This design comes from an exercise in tuning for small area on the open sky130 flow, not from production work. Only simulation tests tie the RTL to the original design; equivalence was not proved. Power and IR drop assume default switching activity.

`flow/config.mk`:
```
export PLATFORM = sky130hd
export DESIGN_NAME = cc_ctrl_top
export DESIGN_NICKNAME = cc_ctrl_top
export VERILOG_FILES = /design/flow/design.v
export SDC_FILE = /design/flow/constraint.sdc
export NUM_CORES = 4
export LEC_CHECK = 0
export CAP_MARGIN = 20
export CORE_MARGIN = 2
export CORE_UTILIZATION = 40
export PLACE_DENSITY = 0.6
export SLEW_MARGIN = 20
```
`flow/run.sh`:
```
#!/bin/bash
# synth_recipe.tcl (not shown) runs the flow's synth.tcl, then flattens the netlist and writes it again
# the make line also repeats each setting of config.mk as NAME=value (left out here)
make -C /OpenROAD-flow-scripts/flow DESIGN_CONFIG=/design/flow/config.mk WORK_HOME=/design/flow/orfs CLKGATE_MAP_FILE= SYNTH_SCRIPT=/design/flow/synth_recipe.tcl finish
```
`flow/design.v`:
```
`timescale 1ns/1ps
package cc_ctrl_pkg;
  localparam logic REG_RW = 1'b0;
  localparam logic REG_RO = 1'b1;
  localparam logic [2:0] S_IDLE      = 3'd0;
  localparam logic [2:0] S_WR_ACCESS = 3'd1;   
  localparam logic [2:0] S_WR_RESP   = 3'd2;
  localparam logic [2:0] S_RD_ACCESS = 3'd3;   
  localparam logic [2:0] S_RD_RESP   = 3'd4;
  localparam logic [1:0] RESP_OKAY   = 2'b00;
  localparam logic [1:0] RESP_SLVERR = 2'b10;
  function automatic logic reg_access_of(input logic [5-1:0] idx);
    logic acc;
    case (idx)
      4, 5, 6,
      7, 8, 9:     acc = REG_RW;
      16, 17,
      18, 19,
      20, 21:         acc = REG_RW;
      default:                                      acc = REG_RO;
    endcase
    reg_access_of = acc;
  endfunction
endpackage
`timescale 1ns/1ps
module cc_axil_slave (
  input  logic                      clk,
  input  logic                      rst_n,
  input  logic [8-1:0] awaddr,
  input  logic                      awvalid,
  output logic                      awready,
  input  logic [32-1:0] wdata,
  input  logic [3:0]                wstrb,
  input  logic                      wvalid,
  output logic                      wready,
  output logic                      bvalid,
  input  logic                      bready,
  output logic [1:0]                bresp,
  input  logic [8-1:0] araddr,
  input  logic                      arvalid,
  output logic                      arready,
  output logic                      rvalid,
  input  logic                      rready,
  output logic [1:0]                rresp,
  output logic [32-1:0] rdata,
  output logic                      bus_wr,      
  output logic                      bus_rd,      
  output logic [5-1:0]  bus_idx,     
  output logic [16-1:0]      bus_wdata,
  output logic [1:0]                bus_be,      
  input  logic [16-1:0]      bus_rdata,   
  input  logic                      bus_err      
);
  logic [2:0] state, state_nxt;
  logic [1:0] bresp_q;
  logic [5-1:0] idx_q;     
  logic [16-1:0]     wdata_q;
  logic [1:0]               be_q;
  logic [16-1:0]     rdata_q;   
  logic wr_hs;
  logic ar_hs;
  assign awready = (state == cc_ctrl_pkg::S_IDLE) && awvalid && wvalid;
  assign wready  = awready;
  assign wr_hs   = awready;
  assign arready = (state == cc_ctrl_pkg::S_IDLE) && !awvalid && !wvalid;
  assign ar_hs   = arvalid && arready;
  always_comb begin
    state_nxt = state;
    case (state)
      cc_ctrl_pkg::S_IDLE: begin
        if (wr_hs) begin
          state_nxt = cc_ctrl_pkg::S_WR_ACCESS;
        end else if (ar_hs) begin
          state_nxt = cc_ctrl_pkg::S_RD_ACCESS;
        end
      end
      cc_ctrl_pkg::S_WR_ACCESS: state_nxt = cc_ctrl_pkg::S_WR_RESP;
      cc_ctrl_pkg::S_WR_RESP:   if (bready) state_nxt = cc_ctrl_pkg::S_IDLE;
      cc_ctrl_pkg::S_RD_ACCESS: state_nxt = cc_ctrl_pkg::S_RD_RESP;
      cc_ctrl_pkg::S_RD_RESP:   if (rready) state_nxt = cc_ctrl_pkg::S_IDLE;
      default:                  state_nxt = cc_ctrl_pkg::S_IDLE;
    endcase
  end
  always_ff @(posedge clk or negedge rst_n) begin
    if (!rst_n) begin
      state   <= cc_ctrl_pkg::S_IDLE;
      bresp_q <= cc_ctrl_pkg::RESP_OKAY;
    end else begin
      state <= state_nxt;
      if (state == cc_ctrl_pkg::S_WR_ACCESS) begin   
        bresp_q <= bus_err ? cc_ctrl_pkg::RESP_SLVERR : cc_ctrl_pkg::RESP_OKAY;
      end
    end
  end
  always_ff @(posedge clk) begin
    if (wr_hs) begin
      idx_q   <= awaddr[5+1:2];        
      wdata_q <= wdata[16-1:0];
      be_q    <= wstrb[1:0];                        
    end else if (ar_hs) begin
      idx_q <= araddr[5+1:2];
    end
    if (state == cc_ctrl_pkg::S_RD_ACCESS) begin
      rdata_q <= bus_rdata;
    end
  end
  assign bus_wr    = (state == cc_ctrl_pkg::S_WR_ACCESS);
  assign bus_rd    = (state == cc_ctrl_pkg::S_RD_ACCESS);
  assign bus_idx   = idx_q;
  assign bus_wdata = wdata_q;
  assign bus_be    = be_q;
  assign bvalid = (state == cc_ctrl_pkg::S_WR_RESP);
  assign bresp  = bresp_q;
  assign rvalid = (state == cc_ctrl_pkg::S_RD_RESP);
  assign rresp  = cc_ctrl_pkg::RESP_OKAY;                 
  assign rdata  = {{(32-16){1'b0}}, rdata_q};
endmodule
`timescale 1ns/1ps
module cc_register_file (
  input  logic                clk,
  input  logic                rst_n,
  input  logic                bus_wr,
  input  logic                bus_rd,
  input  logic [5-1:0] bus_idx,
  input  logic [16-1:0] bus_wdata,
  input  logic [1:0]          bus_be,
  output logic [16-1:0] bus_rdata,
  output logic                bus_err,
  input  logic [15:0]         scan_x,
  input  logic [15:0]         scan_y,
  input  logic                hblank,
  input  logic                vblank,
  output logic [15:0]         mode_ctrl,
  output logic [15:0]         mem_ctrl,
  output logic [15:0]         output_ctrl,
  output logic [15:0]         sprite_z,
  output logic [15:0]         scroll_x,
  output logic [15:0]         scroll_y,
  output logic [15:0]         tile_ctrl0,
  output logic [15:0]         tile_data_offset,
  output logic [15:0]         tile_nop_value,
  output logic [15:0]         tile_color_key,
  output logic [15:0]         tile_offset_x,
  output logic [15:0]         tile_offset_y
);
  localparam int NUM_IDX = 2 ** 5;
  logic [16-1:0] regs [NUM_IDX];
  logic                     access;
  logic                     wr_ok;
  assign access = cc_ctrl_pkg::reg_access_of(bus_idx);
  assign wr_ok  = bus_wr && !bus_rd && (access == cc_ctrl_pkg::REG_RW);
  assign bus_err = (access == cc_ctrl_pkg::REG_RO);   
  always_ff @(posedge clk or negedge rst_n) begin
    if (!rst_n) begin
      for (int i = 0; i < NUM_IDX; i++) begin
        regs[i] <= '0;
      end
    end else if (wr_ok) begin
      if (bus_be[0]) regs[bus_idx][7:0]  <= bus_wdata[7:0];    
      if (bus_be[1]) regs[bus_idx][15:8] <= bus_wdata[15:8];   
    end
  end
  always_comb begin
    case (bus_idx)
      0:            bus_rdata = 16'h4343;
      1: bus_rdata = {14'b0, hblank, vblank};
      2:        bus_rdata = scan_x;
      3:        bus_rdata = scan_y;
      default: begin
        bus_rdata = (access == cc_ctrl_pkg::REG_RW) ? regs[bus_idx] : '0;
      end
    endcase
  end
  assign mode_ctrl        = regs[4];
  assign mem_ctrl         = regs[5];
  assign output_ctrl      = regs[6];   
  assign sprite_z         = regs[7];
  assign scroll_x         = regs[8];
  assign scroll_y         = regs[9];
  assign tile_ctrl0       = regs[16];
  assign tile_data_offset = regs[17];
  assign tile_nop_value   = regs[18];
  assign tile_color_key   = regs[19];
  assign tile_offset_x    = regs[20];
  assign tile_offset_y    = regs[21];
endmodule
`timescale 1ns/1ps
module cc_scan_timing (
  input  logic        clk,
  input  logic        rst_n,
  input  logic        enable,    
  output logic [15:0] scan_x,
  output logic [15:0] scan_y,
  output logic        hblank,
  output logic        vblank
);
  localparam logic [15:0] H_LAST = 16'(16 - 1);
  localparam logic [15:0] V_LAST = 16'(8 - 1);
  localparam logic [15:0] H_VIS  = 16'(12);
  localparam logic [15:0] V_VIS  = 16'(6);
  logic h_wrap;
  assign h_wrap = (scan_x == H_LAST);   
  always_ff @(posedge clk or negedge rst_n) begin
    if (!rst_n) begin
      scan_x <= '0;
      scan_y <= '0;
    end else if (!enable) begin
      scan_x <= '0;
      scan_y <= '0;
    end else begin
      if (h_wrap) begin
        scan_x <= '0;
        if (scan_y == V_LAST) begin
          scan_y <= '0;               
        end else begin
          scan_y <= scan_y + 16'd1;
        end
      end else begin
        scan_x <= scan_x + 16'd1;
      end
    end
  end
  assign hblank = (scan_x >= H_VIS);
  assign vblank = (scan_y >= V_VIS);
endmodule
`timescale 1ns/1ps
module cc_ctrl_top (
  input  logic                      clk,
  input  logic                      rst_n,
  input  logic [8-1:0] awaddr,
  input  logic                      awvalid,
  output logic                      awready,
  input  logic [32-1:0] wdata,
  input  logic [3:0]                wstrb,
  input  logic                      wvalid,
  output logic                      wready,
  output logic                      bvalid,
  input  logic                      bready,
  output logic [1:0]                bresp,
  input  logic [8-1:0] araddr,
  input  logic                      arvalid,
  output logic                      arready,
  output logic                      rvalid,
  input  logic                      rready,
  output logic [1:0]                rresp,
  output logic [32-1:0] rdata,
  output logic [15:0]               mode_ctrl,
  output logic [15:0]               mem_ctrl,
  output logic [15:0]               output_ctrl,
  output logic [15:0]               sprite_z,
  output logic [15:0]               scroll_x,
  output logic [15:0]               scroll_y,
  output logic [15:0]               tile_ctrl0,
  output logic [15:0]               tile_data_offset,
  output logic [15:0]               tile_nop_value,
  output logic [15:0]               tile_color_key,
  output logic [15:0]               tile_offset_x,
  output logic [15:0]               tile_offset_y,
  output logic [15:0]               scan_x,
  output logic [15:0]               scan_y,
  output logic                      hblank,
  output logic                      vblank
);
  logic                     bus_wr, bus_rd;
  logic [5-1:0] bus_idx;
  logic [16-1:0]     bus_wdata, bus_rdata;
  logic [1:0]               bus_be;
  logic                     bus_err;
  cc_axil_slave u_axil (
    .clk, .rst_n,
    .awaddr, .awvalid, .awready, .wdata, .wstrb, .wvalid, .wready,
    .bvalid, .bready, .bresp,
    .araddr, .arvalid, .arready, .rvalid, .rready, .rresp, .rdata,
    .bus_wr, .bus_rd, .bus_idx, .bus_wdata, .bus_be, .bus_rdata, .bus_err
  );
  cc_register_file u_regs (
    .clk, .rst_n,
    .bus_wr, .bus_rd, .bus_idx, .bus_wdata, .bus_be, .bus_rdata, .bus_err,
    .scan_x, .scan_y, .hblank, .vblank,
    .mode_ctrl, .mem_ctrl, .output_ctrl, .sprite_z, .scroll_x, .scroll_y,
    .tile_ctrl0, .tile_data_offset, .tile_nop_value, .tile_color_key,
    .tile_offset_x, .tile_offset_y
  );
  cc_scan_timing u_scan (
    .clk, .rst_n,
    .enable (output_ctrl[0]),   
    .scan_x, .scan_y, .hblank, .vblank
  );
endmodule
```
`flow/constraint.sdc`:
```
create_clock -name core_clock -period 4.0 [get_ports {clk}]
set_input_delay 0.8000 -clock core_clock [delete_from_list [all_inputs] [get_ports {clk}]]
set_output_delay 0.8000 -clock core_clock [all_outputs]
set_load 0.01 [all_outputs]
```
==> notes.md <==
==> layer usage <==
layer | vias to the layer above | share of wire, % | GRT usage (%)
met1 | 9728 | 43 | 41.4
met2 | 882 | 45 | 44.1
li1 | 7698 | - | -
met5 | - | 0.014 | 0
met3 | 191 | 8.2 | 5.98
met4 | 2 | 3.6 | 10.5
==> cell usage after synthesis, drive strengths merged (3+ instances only) <==
cell / instances
o2111ai: 3
and2: 9
nor2: 75
a31oi: 13
or3b: 3
xor2: 13
o31ai: 4
nor2b: 13
a2111oi: 5
nand2: 144
o211ai: 12
edfxtp: 39
clkbuf: 51
nor4b: 3
a21o: 3
nor3: 24
buf: 93
o22ai: 14
a22o: 19
and4: 6
a21oi: 22
mux2: 474
nand3: 28
nand2b: 10
nand4: 31
a22oi: 116
a222oi: 3
dfrtp: 484
o21a: 7
a221oi: 9
and3: 11
a211oi: 3
nor4: 10
ha: 4
a32oi: 11
mux2i: 32
nand3b: 5
nor3b: 4
o31a: 5
inv: 7
o21ai: 52
a2bb2oi: 3
==> power groups by stage <==
stage          Sequential [mW]  Combinational [mW]  Clock [mW]
2_1_floorplan             6.07                1.04           0
3_3_place_gp              6.27                2.02           0
3_5_place_dp              6.27                2.07           0
4_1_cts                   6.17                2.08        5.23
5_1_grt                   6.18                2.27        5.45
6_report                  6.15                2.16        5.19
==> cell type report <==
type	count	area share [%]
antenna	1	0.00828
clock buffer	92	5.58
clock inverter	10	0.372
inverter	7	0.0869
multi-input combinational	1243	33.8
sequential	524	44.0
tap	782	3.24
timing repair buffer	407	13.0
==> worst max path at each step <==
stage | from | to | slack [ns] | cells after the start
6_report | u_axil.state[1] | wready | 0.64 | 3
5_1_grt | u_axil.state[1] | wready | 0.55 | 3
4_1_cts | u_axil.state[1] | wready | 0.55 | 3
3_5_place_dp | awvalid | wready | 0.70 | 4
3_3_place_gp | awvalid | awready | 0.72 | 4
2_1_floorplan | u_axil.state[1] | wready | 0.81 | 4
==> stage by stage <==
step / area (um2) / utilization (%)
after global placement: 28300 / 47.2
after global routing: 30200 / 50.4
final: 30200 / 50.4
after floorplan: 24200 / -
after detailed placement: 28300 / 47.2
after CTS: 30100 / 50.2
==> registers in the layout, summed over array words and instances, names as in the netlist <==
signal,count
u_axil.bus_err,1
u_scan.scan_x,16
u_axil.idx_q,5
u_axil.rdata_q,16
u_axil.state,3
u_regs.regs,448
u_axil.wdata_q,16
u_axil.bresp_q,1
u_scan.scan_y,16
u_axil.be_q,2
==> cells by family (layout without fill, tap and decap cells) <==
family	count (synthesis)	after routing	share of synthesized area [%]
DFF	524	524	55.0
muxes	507	507	23.5
and+or+nand+nor	382	382	8.27
AOI/OAI and AO/OA	316	316	9.30
buffers and inverters	151	516	3.13
xor gates and xnor gates	15	15	0.544
adders and majority gates	4	4	0.207
other	1	20	0.0155
==> metrics.yaml <==
yosysWarnings: 4
fillers: 5223
end_kind: "output port"
hold_buffers: 0
post-place-ws_ns: 0.700
yosysTopAreaCellShare_pct: 50.1
clkPwrFrac_pct: 38.4
rr_worst_depth: 6
cts_tree: "done"
synth_seq_cells: 524
drt_first_pass_iters: 5
grt_use_total_pct: 29.1
seq_area_um2: 13300
netlist-cell-type-count: 73
crit_chain: "or3_1 > nor2_2 > clkdlybuf4s50_1"
cts_max_level: 2
clockBufferDepth: 3
rsz0062_at_grt: "false"
die_h_um: 250
hold_viol_final: 0
wl_um: 92300
powerDensity_nw_per_um2: 446
num_vias: 18501
cts_sinks: 524
ys.flop_type: "dfrtp_1"
vias_per_cell: 6.03
wl_per_cell_um: 30.1
grt_pass1_vias: 18433
fp-row-count: 90
worst-setup-path-type: "register to output port"
synth_area_leaders: "dfrtp_1, mux2_2, edfxtp_1, a22oi_1, nand2_1"
num_io_pins: 326
synthCells: 1900
syn_area_um2: 24200
status: "no timing/DRC/antenna violations"
die-width_um: 250
maxSlewHeadroom_pct: 24.5
dp_hpwl_um: 66100
timing.rr.end: "u_axil.rdata_q[5]"
rrSetupSlack_ns: 0.75
synth-edff-count: 39
whs_ns: 0.213
setup_viol: 0
syn_avg_cell_area_um2: 12.7
start_util_pct: 40.3
cts_buffers: 56
die_area_um2: 62400
antenna_found_initial: 1
power_leakage_nw: 13.9
dp.cells: 2957
ys_seq_area_share_pct: 55.0
place_congestion: 0.915
r2r_start: "u_axil.idx_q[0]"
async_flop_share_pct: 92.4
cp-start-kind: "register"
worstPathRequired_ns: 3.20
period_share_pct: 84.0
core-area_um2: 60000
stdcell_count: 3066
cp_top_family: "simple AND/OR/NAND/NOR gates"
synth_top_area_cell: "dfrtp_1"
slowest_stage: "clkdlybuf4s50_1"
max_clock_freq_mhz: 298
final_nets: 2302
clkTransAtPathRegs_ns: 0.06
io_buffers: 282
crit_path_max_incr_delay_ns: 0.61
p_sw_mw: 3.88
setup_tns_ns: 0
multi_input_area_um2: 10200
grt_max_degree: 96
skew_ns: 0.0166
p_comb_share_pct: 16.0
ir_drop_mv: 0.272
drtIter0Drc: 1900
clock-root-buffer: "clkbuf_16"
crit_arrival_ns: 2.56
layout_setup_ws_ns: 0.639
mostFrequentLayoutCells: "dfrtp_1, mux2_2, clkdlybuf4s50_1"
pwr-share-seq_pct: 45.5
critical_path.max_fanout: 7
final_common_cell: "dfrtp_1"
ant_nets: 0
power.total_mw: 13.5
grt_overflow: 0
drc: 0
internal-power_mw: 9.62
worst_pin_slew_ns: 1.13
drive_gt1_share_pct: 32.4
maxCapViolations: 0
cts_resized: 0
netSwitchingFraction_pct: 28.7
hold_path.class: "primary input to async pin"
min_period_ns: 3.36
grt_pass1_wl_um: 132000
critical_path_buf_inv_count: 1
clock_latency_ns: 0.63
synthToLayoutAreaGrowth_pct: 25.1
drv_slew: 0
postCtsSetupBuffers: 0

-- what the ideal ports hide --
Ports are ideal in the flow. The routed layout listed here was re-timed in OpenROAD. Step 1: set_driving_cell puts a clkbuf_16 on clk and a buf_2 on each other input, an assumption about the parent block. Step 2 also shifts input and output timing later by t, the mid clock arrival at the registers, as if the neighbouring blocks saw the same clock. a / b / c = ideal ports / drivers / drivers and shift; a / b = the first two.
t, ns: 0.677
slack for setup (ns): 0.639 / 0.581 / 0.745
cell pins on the clock port's net: 1
After both steps this run still meets setup and hold. The setup slack of this run moves by -0.058 ns with the drivers and by +0.106 ns with both steps.
